From an optimization exercise on the open Yosys and OpenROAD flow, aimed at small area and a short achievable clock period; shortcuts taken in it are not production practice. RTL that was checked went through simulation tests only; none was proved equivalent to the original. No activity file was given, so power comes from the tool's default toggle rates.

==> inputs of zinc <==
Design frame_packer, start of the top module:
module frame_packer (
    input  logic                              clk,
    input  logic                              arst_n,
    input  logic                              in_vld,
    input  logic [39:0]                       in_word,
    output logic                              out_vld,
    output logic                              out_sof,
    output logic                              out_eof,
    output logic [31:0]                       out_data,
    output logic [11:0]                       out_meta,
    output logic [15:0]                       drop_cnt
);
==> flow/config.mk <==
export PLATFORM = sky130hd
export DESIGN_NAME = frame_packer
export DESIGN_NICKNAME = frame_packer
export VERILOG_FILES = /design/flow/design.v
export SDC_FILE = /design/flow/constraint.sdc
export NUM_CORES = 4
export LEC_CHECK = 0
export CAP_MARGIN = 20
export CORE_MARGIN = 2
export CORE_UTILIZATION = 55
export CTS_CLUSTER_DIAMETER = 100
export CTS_CLUSTER_SIZE = 30
export SETUP_SLACK_MARGIN = 2.0
export SLEW_MARGIN = 20
==> flow/constraint.sdc <==
create_clock -name core_clock -period 5.0 [get_ports {clk}]
set_input_delay 1.0000 -clock core_clock [delete_from_list [all_inputs] [get_ports {clk}]]
set_output_delay 1.0000 -clock core_clock [all_outputs]
set_load 0.01 [all_outputs]
run.sh (not shown) runs the stock make flow with config.mk's settings and CLKGATE_MAP_FILE= SYNTH_SCRIPT=/design/flow/synth_recipe.tcl, a recipe that flattens the netlist after the stock synthesis.
==> tundra (differences from zinc) <==
--- a/flow/design.v
+++ b/flow/design.v
@@ -114,12 +114,11 @@
     output logic                                desc_rdy,
     input  logic                                desc_pop,
     output logic [pack_pkg::DESC_W-1:0]         desc_head
 );
     logic [pack_pkg::LANE_AW-1:0] wr_ptr;
-    logic [5:0]                   word_free;
-    logic [9:1]                   free_ge;     
+    logic [9:1]                   free_lt;     
     logic [1:0]                   dwr_ptr;
     logic [1:0]                   drd_ptr;
     logic [4:1]                   desc_ge;     
     logic [3:0]                   spkt_words;
     logic [15:8]                  words_ge;    
@@ -127,12 +126,15 @@
     logic [4:0]                   idle_cnt;
     logic                         in_pkt;
     logic                         drop_pkt;
     logic [pack_pkg::PKT_WORDS_MAX-1:0] close_ge;
     logic [pack_pkg::PKT_WORDS_MAX-1:0] over_ge;
-    logic       free_ge10;
+    logic       free_lt10;
+    logic [pack_pkg::LANE_AW-1:0] used_mod;
     logic       words_ge7;
+    logic [3:0] words_next;
+    logic [3:0] pkts_next;
     logic       word_room;
     logic       desc_room;
     logic       will_close;
     logic       over;
     logic       fits;
@@ -140,33 +142,39 @@
     logic       close_sof;
     logic       close_eof;
     logic       close_tmo;
     logic       desc_wr;
     logic       eof_full;
-    logic [3:0] words_base;
-    logic [3:0] pkts_base;
     logic [pack_pkg::DESC_W-1:0] desc_wdata;
     logic [pack_pkg::LANE_DEPTH-1:0] wr_sel;
     logic [pack_pkg::DESC_DEPTH-1:0] dwr_sel;
     logic [pack_pkg::DESC_DEPTH-1:0] drd_sel;
     always_comb begin
         for (int i = 0; i < pack_pkg::PKT_WORDS_MAX; i++) begin
             close_ge[i] = words_ge[15 - i];                         
             over_ge[i]  = (i == 0) ? 1'b0 : words_ge[16 - i];       
         end
     end
-    assign word_room  = |(len1h & free_ge[8:1]);
+    assign word_room  = |(len1h & ~free_lt[8:1]);
     assign will_close = |(len1h & close_ge);
     assign over       = |(len1h & over_ge);
     assign desc_room  = !desc_ge[4];
-    assign free_ge10  = (word_free >= 6'd10);
+    assign used_mod   = wr_ptr - rd_ptr;
+    assign free_lt10  = free_lt[1] || (used_mod >= pack_pkg::LANE_AW'(23));
     assign words_ge7  = (spkt_words >= 4'd7);
     assign fits      = word_room && (desc_room || !will_close);
     assign wr_word   = word_vld && (word_sof ? fits : !drop_pkt);
     assign close_sof = word_vld && word_sof && fits && over;
-    assign words_base = close_sof ? 4'd0 : spkt_words;
-    assign pkts_base  = close_sof ? 4'd0 : spkt_pkts;
+    always_comb begin
+        if (close_sof) begin
+            words_next = 4'd1;
+            pkts_next  = {3'd0, word_eof};
+        end else begin
+            words_next = wr_word ? spkt_words + 4'd1 : spkt_words;
+            pkts_next  = (wr_word && word_eof) ? spkt_pkts + 4'd1 : spkt_pkts;
+        end
+    end
     assign close_eof = wr_word && word_eof && !close_sof && words_ge[15];
     assign close_tmo = !word_vld && !in_pkt && (spkt_words != 4'd0) &&
                        (idle_cnt == pack_pkg::TIMEOUT_LAST) && desc_room;
     assign desc_wr   = close_sof || close_eof || close_tmo;
     assign eof_full   = word_vld && word_eof && words_ge[15];
@@ -175,12 +183,11 @@
     assign desc_rdy = desc_ge[1];
     always_ff @(posedge clk or negedge arst_n) begin
         if (!arst_n) begin
             wr_ptr     <= '0;
             rd_ptr     <= '0;
-            word_free  <= 6'd32;
-            free_ge    <= '1;
+            free_lt    <= '0;
             dwr_ptr    <= '0;
             drd_ptr    <= '0;
             desc_ge    <= '0;
             spkt_words <= '0;
             words_ge   <= '0;
@@ -198,12 +205,12 @@
             if (close_eof || close_tmo) begin
                 spkt_words <= '0;
                 spkt_pkts  <= '0;
                 words_ge   <= '0;
             end else begin
-                spkt_words <= words_base + {3'd0, wr_word};
-                spkt_pkts  <= pkts_base + {3'd0, wr_word && word_eof};
+                spkt_words <= words_next;
+                spkt_pkts  <= pkts_next;
                 if (close_sof) begin
                     words_ge <= '0;
                 end else if (wr_word) begin
                     words_ge <= {words_ge[14:8], words_ge7};
                 end
@@ -218,18 +225,12 @@
             end
             if (word_pop) begin
                 rd_ptr <= rd_ptr + 1'b1;
             end
             case ({wr_word, word_pop})
-                2'b10: begin
-                    word_free <= word_free - 1'b1;
-                    free_ge   <= {free_ge10, free_ge[9:2]};
-                end
-                2'b01: begin
-                    word_free <= word_free + 1'b1;
-                    free_ge   <= {free_ge[8:1], 1'b1};
-                end
+                2'b10:   free_lt <= {free_lt10, free_lt[9:2]};
+                2'b01:   free_lt <= {free_lt[8:1], 1'b0};
                 default: ;
             endcase
             if (desc_wr) begin
                 dwr_ptr <= dwr_ptr + 1'b1;
             end
@@ -243,11 +244,11 @@
             endcase
         end
     end
     always_comb begin
         for (int i = 0; i < pack_pkg::LANE_DEPTH; i++) begin
-            wr_sel[i] = free_ge[1] && (wr_ptr == pack_pkg::LANE_AW'(i));
+            wr_sel[i] = !free_lt[1] && (wr_ptr == pack_pkg::LANE_AW'(i));
         end
         for (int i = 0; i < pack_pkg::DESC_DEPTH; i++) begin
             dwr_sel[i] = desc_room && (dwr_ptr == 2'(i));
             drd_sel[i] = (drd_ptr == 2'(i));
         end
@@ -290,19 +291,23 @@
     output logic [pack_pkg::DATA_W-1:0]                          out_data,
     output logic [11:0]                                          out_meta
 );
     logic                                 sending;
     logic [pack_pkg::CHANNELS-1:0]        rr_1h;       
+    logic [pack_pkg::CHANNELS-1:0]        rr_q;        
     logic [pack_pkg::CHANNELS-1:0]        pick_1h;
     logic [1:0]                           pick;
     logic                                 found;
     logic [3:0]                           remaining;
     logic                                 first;
     logic [pack_pkg::CHANNELS-1:0]        lane_sel;    
+    logic [1:0]                           cur_ch;
+    logic [pack_pkg::DESC_W-1:0]          desc_q;      
     logic [pack_pkg::DESC_W-1:0]          pick_desc;
     logic [pack_pkg::LANE_DEPTH-1:0]      pick_sel;
     logic [pack_pkg::DATA_W-1:0]          cur_word;
+    assign rr_1h = rr_q ^ 4'b0001;
     always_comb begin
         for (int l = 0; l < pack_pkg::CHANNELS; l++) begin
             pick_1h[l] = 1'b0;
             for (int s = 0; s < pack_pkg::CHANNELS; s++) begin
                 logic none_before;
@@ -336,11 +341,11 @@
         end
     end
     always_ff @(posedge clk or negedge arst_n) begin
         if (!arst_n) begin
             sending   <= 1'b0;
-            rr_1h     <= 4'b0001;
+            rr_q      <= '0;
             remaining <= '0;
             first     <= 1'b0;
             out_vld   <= 1'b0;
             out_sof   <= 1'b0;
             out_eof   <= 1'b0;
@@ -349,11 +354,11 @@
             out_sof <= sending && first;
             out_eof <= sending && (remaining == 4'd0);
             if (!sending) begin
                 if (found) begin
                     sending   <= 1'b1;
-                    rr_1h     <= {pick_1h[2:0], pick_1h[3]};
+                    rr_q      <= {pick_1h[2:0], pick_1h[3]} ^ 4'b0001;
                     remaining <= pick_desc[7:4];
                     first     <= 1'b1;
                 end
             end else begin
                 first     <= 1'b0;
@@ -364,18 +369,20 @@
             end
         end
     end
     always_ff @(posedge clk) begin
         if (!sending) begin
-            if (found) begin
-                rd_sel   <= pick_sel;
-                lane_sel <= pick_1h;
-                out_meta <= {pick, 5'(pick_desc[7:4]) + 5'd1, 5'(pick_desc[3:0]) + 5'd1};
-            end
+            rd_sel <= pick_sel;
         end else begin
             rd_sel <= {rd_sel[pack_pkg::LANE_DEPTH-2:0], rd_sel[pack_pkg::LANE_DEPTH-1]};
         end
+        if (!sending && found) begin
+            lane_sel <= pick_1h;
+            cur_ch   <= pick;
+            desc_q   <= pick_desc;
+        end
+        out_meta <= {cur_ch, 5'(desc_q[7:4]) + 5'd1, 5'(desc_q[3:0]) + 5'd1};
         out_data <= cur_word;
     end
 endmodule
 `timescale 1ns/1ps
 module frame_packer (
==> flow/flow/run.sh (new file) <==
#!/bin/bash
set -o pipefail
export BUFFER_PORTS_ARGS="-buffer_cell sky130_fd_sc_hd__buf_4"
bash standard.sh > standard.log 2>&1
rc=$?
cp standard.sh standard.sh.txt 2>/dev/null
exit $rc
==> flow/standard.sh (new file) <==
#!/bin/bash
# synth_recipe.tcl (not shown) runs the flow's synth.tcl, then flattens the netlist and writes it again
# the make line also repeats each setting of config.mk as NAME=value (left out here)
make -C /OpenROAD-flow-scripts/flow DESIGN_CONFIG=/design/flow/config.mk WORK_HOME=/design/flow/orfs CLKGATE_MAP_FILE= SYNTH_SCRIPT=/design/flow/synth_recipe.tcl "${@:-finish}"
Settings changed: CORE_UTILIZATION 55 to 50, CTS_CLUSTER_DIAMETER 100 to 80, CTS_CLUSTER_SIZE 30 to 24, SETUP_SLACK_MARGIN 2.0 to 2.6.
removed: flow/run.sh
==> notes <==
zinc completed with no timing, DRC or antenna violations. tundra ran to the end with no violations.
Of tundra and zinc, tundra has the higher non-clock buffer count (gap 602).
Of tundra and zinc, tundra has the higher clock power (gap about 10%, measured against zinc).
Against zinc, the routed wire length of tundra is larger by 13%.
Against zinc, the clock skew of tundra is higher by 0.019 ns.
Against zinc, the core utilization of tundra is lower by 2.1 points.
Against zinc, the design area of tundra is larger by 5.9%.
In zinc the sequential power is lower than in tundra, by 9.8%.
Maximum frequency: zinc is smaller than tundra (about 12%).
The RTL of zinc was laid out without a check of its function.

separate check: timing with driven ports:
How much do the figures lean on ideal ports? The routed layouts below were timed once more, with nothing changed but the port constraints. Step 1, drivers: a clkbuf_16 drives clk and a buf_2 each remaining input, both assumed. Step 2 moves the port delays by t, midway between the first and last clock arrival at a register: inputs arrive t later, outputs are due t later. That takes back most of the time a late clock gives input paths. Three values: ideal ports, drivers, drivers and shift; two values: the first two.
run	t (ns)	setup WS [ns]	hold WS [ns]
zinc	1.042	1.867 / 1.867 / 1.732	0.049 / -0.013 / 0.482
tundra	1.107	2.231 / 2.231 / 2.084	0.045 / -0.032 / 0.365
After both steps setup and hold are still met in every run listed. The setup slack of tundra, which loses most, moves by 0.000 ns with the drivers and by -0.147 ns with both steps.
